From an optimization exercise on the open Yosys and OpenROAD flow, aimed at small area and a short achievable clock period; shortcuts taken in it are not production practice. Function was checked by simulation only, so behaviour that the tests miss may differ from the original.

== birch ==
==> module cache_top, before the edit <==
module cache_top
(
	input  logic                     clk,
	input  logic                     reset,
	input  logic [32-1:0] address,
	input  logic                     read_signal,
	input  logic                     write_signal,
	input  logic [64-1:0]  write_data,
	output logic                     hit,
	output logic                     read_hit,
	output logic                     write_hit,
	output logic                     halt_hit,
	output logic [8-1:0] read_data
);
	localparam int NBYTE = 64 / 8;
	logic [8-1:0]  way_match;
	logic [8-1:0]  way_match_n;
	logic [8-1:0]  way_valid_r;
	logic [8-1:0]  way_halt_match;
	logic [8-1:0]  way_valid;
	logic [8-1:0]  way_touched;
	logic [8-1:0]  way_match_rn;
	logic [8-1:0][8-1:0][1:0] way_byte_zero;
	logic [3-1:0]  index;
	logic [3-1:0] offset;
	logic [8-1:0]     set_sel;
	logic [NBYTE-1:0]           offset_sel;
	logic [8*NBYTE-1:0] byte_sel;
	logic                    access;
	logic                    store;
	assign index  = address[3 +: 3];
	assign offset = address[3-1:0];
	assign access = read_signal || write_signal;
	assign store = write_signal || (read_signal && !hit);
	assign way_match   = ~way_match_n;
	assign way_valid_r = way_valid & {8{read_signal}};
	always_comb
	begin
		for (int s = 0; s < 8; s++)
		begin
			set_sel[s] = (index == s);
		end
		for (int o = 0; o < NBYTE; o++)
		begin
			offset_sel[o] = (offset == o);
		end
		for (int s = 0; s < 8; s++)
		begin
			for (int o = 0; o < NBYTE; o++)
			begin
				byte_sel[s*NBYTE+o] = set_sel[s] && offset_sel[o];
			end
		end
	end
	generate
		for (genvar w = 0; w < 8; w++)
		begin : g_way
			cache_way way_inst
			(
				.clk          (clk),
				.address      (address),
				.byte_sel_n   (~byte_sel),
				.valid        (way_valid[w]),
				.valid_r      (way_valid_r[w]),
				.write_enable ({8{store && way_touched[w]}} & set_sel),
				.write_data   (write_data),
				.match_n      (way_match_n[w]),
				.match_rn     (way_match_rn[w]),
				.halt_match   (way_halt_match[w]),
				.byte_zero    (way_byte_zero[w])
			);
		end
	endgenerate
	hit_select hit_select_inst
	(
		.match_n      (way_match_n),
		.match_rn     (way_match_rn),
		.halt_match   (way_halt_match),
		.byte_zero    (way_byte_zero),
		.read_signal  (read_signal),
		.write_signal (write_signal),
		.hit          (hit),
		.read_hit     (read_hit),
		.write_hit    (write_hit),
		.halt_hit     (halt_hit),
		.read_data    (read_data)
	);
	lru_replace lru_replace_inst
	(
		.clk        (clk),
		.reset      (reset),
		.set_sel    (set_sel),
		.access     (access),
		.hit        (hit),
		.match      (way_match),
		.valid      (way_valid),
		.touched    (way_touched)
	);
endmodule
==> flow/config.mk <==
export PLATFORM = sky130hd
export DESIGN_NAME = cache_top
export DESIGN_NICKNAME = cache_top
export VERILOG_FILES = /design/flow/design.v
export SDC_FILE = /design/flow/constraint.sdc
export NUM_CORES = 4
export LEC_CHECK = 0
export CAP_MARGIN = 20
export CORE_MARGIN = 2
export CORE_UTILIZATION = 60
export CTS_BUF_LIST = sky130_fd_sc_hd__clkbuf_16
export CTS_CLUSTER_DIAMETER = 70
export CTS_CLUSTER_SIZE = 24
export SETUP_SLACK_MARGIN = 5
export SLEW_MARGIN = 20
export SYNTH_HIERARCHICAL = 1
export TNS_END_PERCENT = 10
==> flow/constraint.sdc <==
create_clock -name core_clock -period 13.0 [get_ports {clk}]
set_input_delay 2.6000 -clock core_clock [delete_from_list [all_inputs] [get_ports {clk}]]
set_output_delay 2.6000 -clock core_clock [all_outputs]
set_load 0.01 [all_outputs]
standard.sh (not shown) runs the stock make flow with config.mk's settings and CLKGATE_MAP_FILE= SYNTH_SCRIPT=/design/flow/synth_recipe.tcl, a recipe that flattens the netlist after the stock synthesis.
==> flow/flow/run.sh <==
#!/bin/bash
# Own layout flow: the standard ORFS flow (standard.sh, with the standard
# synthesis unchanged) with extra ORFS settings for the layout steps:
#  - MATCH_CELL_FOOTPRINT=0 lets the resizer swap a cell for any cell of the
#    same function, not only cells of the same footprint.
#  - BUFFER_PORTS_ARGS places the port buffers as plain buffers; by default
#    they are delay cells (clkdlybuf4s50_1), which the footprint rule then
#    keeps slow on the paths from the inputs and to the outputs.
# Each tool's output goes to its log under orfs/logs; make's own output goes
# to flow_make.log in this folder.
set -euo pipefail
cd "$(dirname "$0")/.."
bash standard.sh MATCH_CELL_FOOTPRINT=0 \
	"BUFFER_PORTS_ARGS=-buffer_cell sky130_fd_sc_hd__buf_6" \
	finish > flow_make.log 2>&1
birch: full flow OK, the timing, DRC and antenna checks passed
## Diff of input files: pine against birch
-- flow/design.v --
<<< birch, line 298
	logic [8-1:0]     set_sel;
	logic [NBYTE-1:0]           offset_sel;
	logic [8*NBYTE-1:0] byte_sel;
	logic                    access;
	logic                    store;
>>> pine, line 298
	logic [8-1:0]     set_sel;
	logic [NBYTE-1:0]           offset_sel;
	logic [8*NBYTE-1:0] byte_sel_n;
	logic                    access;
	logic                    store;
<<< birch, line 313
			set_sel[s] = (index == s);
		end
		for (int o = 0; o < NBYTE; o++)
		begin
			offset_sel[o] = (offset == o);
		end
		for (int s = 0; s < 8; s++)
		begin
			for (int o = 0; o < NBYTE; o++)
			begin
				byte_sel[s*NBYTE+o] = set_sel[s] && offset_sel[o];
			end
		end
	end
	generate
		for (genvar w = 0; w < 8; w++)
>>> pine, line 313
			set_sel[s] = (index == s);
		end
	end
	logic [3-1:0]  index_n;
	logic [3-1:0] offset_n;
	logic [8-1:0]     set_hot;
	generate
		for (genvar i = 0; i < 3; i++)
		begin : g_index_n
			g_inv u (.a(index[i]), .y(index_n[i]));
		end
		for (genvar i = 0; i < 3; i++)
		begin : g_offset_n
			g_inv u (.a(offset[i]), .y(offset_n[i]));
		end
		for (genvar s = 0; s < 8; s++)
		begin : g_set_hot
			g_nor3 u
			(
				.a (s[0] ? index_n[0] : index[0]),
				.b (s[1] ? index_n[1] : index[1]),
				.c (s[2] ? index_n[2] : index[2]),
				.y (set_hot[s])
			);
		end
		for (genvar o = 0; o < NBYTE; o++)
		begin : g_offset_hot
			g_nor3 u
			(
				.a (o[0] ? offset_n[0] : offset[0]),
				.b (o[1] ? offset_n[1] : offset[1]),
				.c (o[2] ? offset_n[2] : offset[2]),
				.y (offset_sel[o])
			);
		end
		for (genvar s = 0; s < 8; s++)
		begin : g_byte_s
			for (genvar o = 0; o < NBYTE; o++)
			begin : g_byte_o
				g_nand2 u (.a(set_hot[s]), .b(offset_sel[o]), .y(byte_sel_n[s*NBYTE+o]));
			end
		end
	endgenerate
	generate
		for (genvar w = 0; w < 8; w++)
<<< birch, line 332
				.clk          (clk),
				.address      (address),
				.byte_sel_n   (~byte_sel),
				.valid        (way_valid[w]),
				.valid_r      (way_valid_r[w]),
>>> pine, line 361
				.clk          (clk),
				.address      (address),
				.byte_sel_n   (byte_sel_n),
				.valid        (way_valid[w]),
				.valid_r      (way_valid_r[w]),
### Flow results
Total clock buffers created by CTS of pine falls short of that of birch slightly.
Fmax | pine vs birch | pine slower
Looking at smallest hold slack across birch and pine, the one that comes out lower is birch.
In the metrics for birch and pine, the one carrying the higher instance area after placement is pine.
Final core utilization was higher in the run labelled pine.
In the reports for birch and pine, the smaller clock latency on the worst-skew pair belongs to birch.

## re-timing with driven ports
The flow's constraints put no driver on any port. The routed layouts listed below were extracted and timed again, unchanged, in two steps. Step 1: set_driving_cell puts a clkbuf_16 on clk and a buf_2 on each other input, an assumption about the parent block. Step 2, shift: input delay + t, output delay - t, t = (earliest + latest rising clock arrival at the registers) / 2. This alone moves slack from input paths to output paths. Three values: ideal ports, drivers, drivers and shift; two values: the first two.
run	shift t [ns]	setup slack, ns	worst register clock-pin slew, ns	pins driven straight from the clock port
birch	1.094	4.473 / 3.984 / 3.540	0.10 / 0.10	1
pine	1.093	4.386 / 4.053 / 3.939	0.10 / 0.10	1
After both steps every run listed still meets setup and hold. For birch, which loses most, drivers alone change the setup slack by -0.489 ns; drivers and shift together by -0.933 ns.
